This is an optimization exercise on Yosys and OpenROAD, whose aim is small area, a short achievable clock period and few clock cycles per item, not a production implementation. The RTL of this run was laid out without a check of its function. Power and IR drop assume default switching activity.

==> flow/design.v <==
package blend_pkg;
	typedef logic [8-1:0] channel_t;
	typedef struct packed
	{
		channel_t r;
		channel_t g;
		channel_t b;
	} rgb_t;
	typedef logic [12-1:0] pixel_addr_t;
	typedef struct packed
	{
		pixel_addr_t addr;   
		rgb_t rgb;           
		channel_t alpha;     
		logic last;          
	} src_entry_t;
	typedef struct packed
	{
		pixel_addr_t addr;   
		rgb_t rgb;           
		logic last;          
	} res_entry_t;
endpackage
module alpha_blend_csa
#(
	parameter int W = 16
)
(
	input logic [W-1:0] x,
	input logic [W-1:0] y,
	input logic [W-1:0] z,
	output logic [W-1:0] s,
	output logic [W-1:0] c
);
	logic [W-1:0] m;
	assign s = x ^ y ^ z;
	assign m = (x & y) | (x & z) | (y & z);
	assign c = {m[W-2:0], 1'b0};
endmodule
module alpha_blend_sum
(
	input logic [7:0] s,
	input logic [7:0] d,
	input logic [7:0] a,
	output logic [15:0] n0,
	output logic [15:0] n1
);
	logic [15:0] r [8];
	logic [15:0] l1s0, l1c0, l1s1, l1c1;
	logic [15:0] l2s0, l2c0, l2s1, l2c1;
	logic [15:0] l3s, l3c;
	always_comb
		for (int k = 0; k < 8; k++)
			r[k] = 16'(a[k] ? s : d) << k;
	alpha_blend_csa c10 (.x(r[0]), .y(r[1]), .z(r[2]), .s(l1s0), .c(l1c0));
	alpha_blend_csa c11 (.x(r[3]), .y(r[4]), .z(r[5]), .s(l1s1), .c(l1c1));
	alpha_blend_csa c20 (.x(l1s0), .y(l1c0), .z(l1s1), .s(l2s0), .c(l2c0));
	alpha_blend_csa c21 (.x(l1c1), .y(r[6]), .z(r[7]), .s(l2s1), .c(l2c1));
	alpha_blend_csa c30 (.x(l2s0), .y(l2c0), .z(l2s1), .s(l3s), .c(l3c));
	alpha_blend_csa c40 (.x(l3s), .y(l3c), .z(l2c1), .s(n0), .c(n1));
endmodule
module alpha_blend_div
(
	input logic [15:0] n0,
	input logic [15:0] n1,
	output logic [7:0] q
);
	logic [15:0] n;
	logic [8:0] t;
	assign n = n0 + n1;
	assign t = {1'b0, n[15:8]} + {1'b0, n[7:0]} + 9'd1;
	assign q = t[8] ? n[15:8] + 8'd1 : n[15:8];
endmodule
module alpha_compositor
(
	input logic clk,
	input logic reset,
	input logic src_valid,
	output logic src_ready,
	input blend_pkg::pixel_addr_t src_addr,
	input blend_pkg::channel_t src_r,
	input blend_pkg::channel_t src_g,
	input blend_pkg::channel_t src_b,
	input blend_pkg::channel_t src_a,
	input logic src_last,
	output logic wb_cyc,
	output logic wb_stb,
	output logic wb_we,
	output blend_pkg::pixel_addr_t wb_adr,
	output blend_pkg::rgb_t wb_dat_w,
	input blend_pkg::rgb_t wb_dat_r,
	input logic wb_ack,
	output logic frame_done
);
	logic busy;
	logic wlast;        
	logic bv;
	logic [23:0] b_s;
	logic [7:0] b_a;
	logic [23:0] b_d;
	logic [11:0] b_addr;
	logic b_last;
	logic [2:0] k1;     
	logic [2:0] s1t;
	logic [15:0] s1n0;
	logic [15:0] s1n1;
	logic rdy;          
	logic hz;           
	logic rd_ack;
	logic wr_ack;
	logic free;
	logic wb_free;
	logic pv;
	logic b_done;
	logic issue_r;
	logic issue_w;
	logic load_b;
	logic s1v;
	logic s1_take;
	logic s1_load;
	logic [7:0] ch_s;
	logic [7:0] ch_d;
	logic [15:0] ch_n0;
	logic [15:0] ch_n1;
	logic [7:0] ch_q;
	assign wb_cyc = busy;
	assign wb_stb = busy;
	assign src_ready = rdy;
	assign rd_ack = busy && !wb_we && wb_ack;
	assign wr_ack = busy && wb_we && wb_ack;
	assign free = !busy || wr_ack;
	assign wb_free = !(busy && wb_we) || wb_ack;
	assign pv = src_valid && !rdy;
	assign b_done = bv && (k1 == 3'd0);
	assign issue_r = free && pv;
	assign issue_w = (rd_ack && bv) || (free && !pv && b_done);
	assign load_b = rd_ack && !hz;
	assign s1v = (s1t != 3'd0);
	assign s1_take = s1v && wb_free;
	assign s1_load = (k1 != 3'd0) && (!s1v || s1_take);
	assign ch_s = b_s[23:16];
	assign ch_d = b_d[23:16];
	alpha_blend_sum sum_u (.s(ch_s), .d(ch_d), .a(b_a), .n0(ch_n0), .n1(ch_n1));
	alpha_blend_div div_u (.n0(s1n0), .n1(s1n1), .q(ch_q));
	always_ff @(posedge clk)
	begin
		if (!reset)
		begin
			busy <= 1'b0;
			bv <= 1'b0;
			k1 <= 3'd0;
			s1t <= 3'd0;
			rdy <= 1'b0;
			hz <= 1'b0;
			frame_done <= 1'b0;
		end
		else
		begin
			frame_done <= wr_ack && wlast;
			rdy <= load_b;
			hz <= bv && (src_addr == b_addr);
			if (issue_r || issue_w)
				busy <= 1'b1;
			else if (wb_ack)
				busy <= 1'b0;
			if (load_b)
				bv <= 1'b1;
			else if (issue_w)
				bv <= 1'b0;
			if (load_b)
				k1 <= 3'b001;
			else if (s1_load)
				k1 <= {k1[1:0], 1'b0};
			if (s1_load)
				s1t <= k1;
			else if (s1_take)
				s1t <= 3'd0;
		end
	end
	always_ff @(posedge clk)
	begin
		if (issue_r)
		begin
			wb_we <= 1'b0;
			wb_adr <= src_addr;
		end
		else if (issue_w)
		begin
			wb_we <= 1'b1;
			wb_adr <= b_addr;
			wlast <= b_last;
		end
		if (rd_ack)
			b_d <= wb_dat_r;
		else if (s1_load)
			b_d <= {b_d[15:0], 8'd0};
		if (load_b)
		begin
			b_s <= {src_r, src_g, src_b};
			b_a <= src_a;
			b_addr <= src_addr;
			b_last <= src_last;
		end
		else if (s1_load)
			b_s <= {b_s[15:0], 8'd0};
		if (s1_load)
		begin
			s1n0 <= ch_n0;
			s1n1 <= ch_n1;
		end
		if (s1_take && s1t[0])
			wb_dat_w[23:16] <= ch_q;
		if (s1_take && s1t[1])
			wb_dat_w[15:8] <= ch_q;
		if (s1_take && s1t[2])
			wb_dat_w[7:0] <= ch_q;
	end
endmodule
==> flow/run.sh <==
#!/bin/bash
# synth_recipe.tcl (not shown) runs the flow's synth.tcl, then flattens the netlist and writes it again
# the make line also repeats each setting of config.mk as NAME=value (left out here)
make -C /OpenROAD-flow-scripts/flow DESIGN_CONFIG=/design/flow/config.mk WORK_HOME=/design/flow/orfs CLKGATE_MAP_FILE= SYNTH_SCRIPT=/design/flow/synth_recipe.tcl finish
==> flow/config.mk <==
export PLATFORM = sky130hd
export DESIGN_NAME = alpha_compositor
export DESIGN_NICKNAME = alpha_compositor
export VERILOG_FILES = /design/flow/design.v
export SDC_FILE = /design/flow/constraint.sdc
export NUM_CORES = 4
export LEC_CHECK = 0
export CAP_MARGIN = 20
export CORE_MARGIN = 2
export CORE_UTILIZATION = 40
export SETUP_SLACK_MARGIN = 5
export SLEW_MARGIN = 20
==> flow/constraint.sdc <==
create_clock -name core_clock -period 8.0 [get_ports {clk}]
set_input_delay 1.6000 -clock core_clock [delete_from_list [all_inputs] [get_ports {clk}]]
set_output_delay 1.6000 -clock core_clock [all_outputs]
set_load 0.01 [all_outputs]
==> impl_metrics.json <==
{
  "status": "no timing/DRC/antenna violations",
  "track_usage_pct": 16.53,
  "synthCells": 541,
  "reg2reg_slack_ps": 4580,
  "synth-edff-count": 132,
  "numPlacedInstances": 904,
  "core_um2": 19330,
  "grt_max_degree": 25,
  "max_stage_delay_ps": 410,
  "io_pins": 114,
  "critPathRequiredTime_ps": 8160,
  "numPortBuffers": 113,
  "area_growth_pct": 34.82,
  "final.period_utilization_pct": 42.80,
  "crit_path_max_fanout": 8,
  "hp-start": "b_last",
  "vias_per_cell": 4.867,
  "clock_path_buffers": 2,
  "ant_nets": 0,
  "insertion_delay_ps": 420,
  "max_slew_margin_pct": 46.10,
  "arrival_ps": 3580,
  "r2r_cells": 14,
  "pwr-share-seq_pct": 37.3,
  "first_iter_violations": 172,
  "maxCapViolCount": 0,
  "antenna_found_initial": 0,
  "grtUsageMet3_pct": 3.510,
  "grt_first_pass_wirelength_um": 26010,
  "synth_area_leaders": "edfxtp_1, fa_1, mux2_2, ha_1, mux2i_1",
  "hold_buffers": 0,
  "ys.flop_type": "edfxtp_1",
  "max_freq_mhz": 292.1,
  "die_x_um": 144.0,
  "async_reset_ff_share_pct": 0,
  "synth.cell_area_um2": 7841,
  "fin_crit_ps": 3424,
  "hold_depth": 0,
  "fin_setup_tns_ps": 0,
  "yosysUniqueCellTypes": 53,
  "path_class": "reg -> reg",
  "fp-row-count": 51,
  "synth_nets": 684,
  "cts_inserted_buffers": 17,
  "whs_endpoint": "wlast",
  "grt_pass1_vias": 5087,
  "synth_top_area_share_pct": 50.55,
  "cp_cell_sequence": "buf_6 -> ha_4 -> a211oi_4 -> nor3b_4 -> o21a_1 -> nor2_2 -> xnor2_2 -> ha_2 -> nor3_2 -> o21ai_0 -> a221o_1 -> o2111ai_2 -> o211ai_4 -> mux2_4",
  "tightest_slew_ps": 805.5,
  "start_kind": "register",
  "p_sw_share_pct": 29.82,
  "leakagePower_nw": 4.003,
  "r2r_end": "wb_dat_w[1]",
  "ys_seq_area_share_pct": 53.61,
  "nFillCells": 1565,
  "start_util_pct": 40.56,
  "hpwlAfterDp_um": 11430,
  "ir_drop_uv": 154.7,
  "hold_viol": 0,
  "yosys_warnings": 4,
  "num_antenna_cells": 0,
  "finalClockSkew_ps": 13.72,
  "drt-wirelength-per-cell_um": 16.63,
  "p_int_w": 0.001875,
  "grt_use_met1_pct": 20.17,
  "rsz0062_at_grt": "true",
  "final-max-slew-violation-count": 0,
  "hold_path.class": "reg -> reg",
  "drc": 0,
  "yosys.area.top_type": "edfxtp_1",
  "grt_busiest_layer": "met2",
  "htreeDepth": 4,
  "use_met2_pct": 28.90,
  "final_cells": 983,
  "power.share.combinational_pct": 32.9,
  "crit_slowest_cell": "edfxtp_1",
  "grt_overflow": 0,
  "totalWireLength_um": 16350,
  "nets": 848,
  "regArea_um2": 4209,
  "report.final.setup_viol": 0,
  "clock_sinks": 144,
  "p_switching_w": 0.0007966,
  "clk_root_buffer_cell": "clkbuf_16",
  "die_h_um": 144.0,
  "ys_seq_elements": 144,
  "multi_input_area_um2": 3701,
  "tritoncts": "yes",
  "die-area_um2": 20740,
  "clkTransAtPathRegs_ps": 60,
  "power.share.clock_pct": 29.8,
  "place.gp.congestion": 0.7957,
  "timing.rr.start": "s1n1[6]",
  "via_count": 4784,
  "dr.pass1.iters": 4,
  "drive_above_1_share_pct": 30.08,
  "crit_path_end_kind": "register",
  "avgSynthCellArea_um2": 14.49,
  "powerDensity_nw_per_um2": 252.7
}
## cell type report
type	instances	area share (%)
tap	265	3.136
inverter	46	1.823
sequential	144	39.82
multi-input combinational	335	35.01
clock inverter	14	1.479
timing repair buffer	158	14.34
clock buffer	18	4.154
timing repair inverter	3	0.2367
## registers in the layout, summed over array words and instances, names as in the netlist, 3 cells and up
signal and flops:
b_a 8, s1n1 11, b_d 24, b_s 24
s1n0 15, s1t 3, k1 3, wb_dat_w 24
wb_adr 12, b_addr 12
## worst max path at each step
stage	start	endpoint	slack, ps	depth (start not counted)
global placement	wb_ack	b_s[14]	3990	5
finish	s1n1[6]	wb_dat_w[1]	4580	14
CTS	s1n1[6]	wb_dat_w[0]	4630	14
floorplan	s1n1[6]	wb_dat_w[17]	4810	13
global route	s1n1[6]	wb_dat_w[9]	4450	14
detailed placement	wb_ack	b_s[23]	3900	5
## per-layer routing
| metal | part of all wire (%) | wire (um) |
|---|---|---|
| met5 | 0 | 0 |
| met4 | 1.9 | 306 |
| met3 | 3.1 | 510 |
| met2 | 52 | 8458 |
| met1 | 43 | 7071 |
## Yosys cell counts, drive strengths merged (4+ instances only)
cell type	n
nor2	13
nand2	17
xnor2	22
clkbuf	14
mux2i	35
inv	46
nand4	6
edfxtp	132
nor3	4
ha	31
dfxtp	12
nand3	6
fa	39
o21ai	8
mux2	75
nand2b	5
and2	21
nor2b	5
a21oi	8
## cells by family (layout without fill, tap and decap cells)
| logic type | Yosys count | count (layout) | synth area share (%) |
|---|---|---|---|
| AO/OA/AOI/OAI | 39 | 39 | 4.005 |
| flip-flops | 144 | 144 | 53.61 |
| adder cells (fa/ha/maj) | 70 | 70 | 14.90 |
| AND/OR/NAND/NOR | 91 | 91 | 6.383 |
| multiplexers | 110 | 110 | 15.29 |
| buffers and inverters | 62 | 239 | 3.016 |
| XOR/XNOR | 25 | 25 | 2.792 |
## critical path: cells and delay by family, from the launching register on
kind / cells / cell delay, ps
fa+ha+maj: 2 / 420
mux: 1 / 340
simple gates: 3 / 390
compound gates: 6 / 1380
flops: 1 / 410
xor+xnor: 1 / 100
buf+inv: 1 / 140
## power by group through the flow
stage	clock, W	combinational, W	sequential, W
2_1_floorplan	0	0.000522	0.00100
3_3_place_gp	0	0.000702	0.00102
3_5_place_dp	0	0.000722	0.00102
4_1_cts	0.000816	0.000817	0.000996
5_1_grt	0.000851	0.000995	0.00100
6_report	0.000796	0.000878	0.000997
## metrics by stage
step | instance area [um2] | total power, W | hold WS (ps) | worst slack [ps] | util (%)
floorplan | 7961 | 0.001523 | 400.3 | 4812 | -
global placement | 9335 | 0.001718 | 406.9 | 3990 | 48.28
global route | 10570 | 0.002849 | 453.3 | 4448 | 54.68
detailed placement | 9346 | 0.001739 | 419.8 | 3902 | 48.34
finish | 10570 | 0.002671 | 430.4 | 4576 | 54.68
CTS | 10380 | 0.002630 | 434.3 | 4627 | 53.69
## layout by cell type, fill, tap and decap left out, types with 14 or more instances in the layout
| master | Yosys | routed |
|---|---|---|
| mux2_2 | 67 | 60 |
| edfxtp_1 | 132 | 132 |
| xnor2_1 | 22 | 14 |
| and2_1 | 21 | 21 |
| clkbuf_16 | 0 | 17 |
| buf_4 | 1 | 38 |
| clkdlybuf4s50_1 | 0 | 109 |
| mux2i_1 | 35 | 33 |
| inv_1 | 45 | 35 |
| nand2_1 | 17 | 14 |
| ha_1 | 31 | 27 |
| fa_1 | 39 | 28 |
## timing repair
item,CTS,global route
resized for setup,33,35
setup endpoints to repair,185,121
hold endpoints to repair,0,0
buffers inserted,36,8
pin swaps,28,30
gates cloned,3,0

-- what the ideal ports hide --
No port has a modelled driver above. Below, the same layout with a new extraction and two added sets of constraints.
Step 1 assumes that a clkbuf_16 drives the clock port and a buf_2 every other input.
Step 2 moves the port delays by t, midway between the first and last clock arrival at a register: inputs arrive t later, outputs are due t later. That takes back most of the time a late clock gives input paths.
Three values: ideal, step 1, step 2; two values: the first two.
shift t [ns]: 0.453
setup WS [ns]: 4.576 / 4.576 / 4.576
slew at the worst register clock pin (ns): 0.07 / 0.07
After both steps setup and hold are still met in this run. For this run, drivers alone change the setup slack by 0.000 ns; drivers and shift together by 0.000 ns.
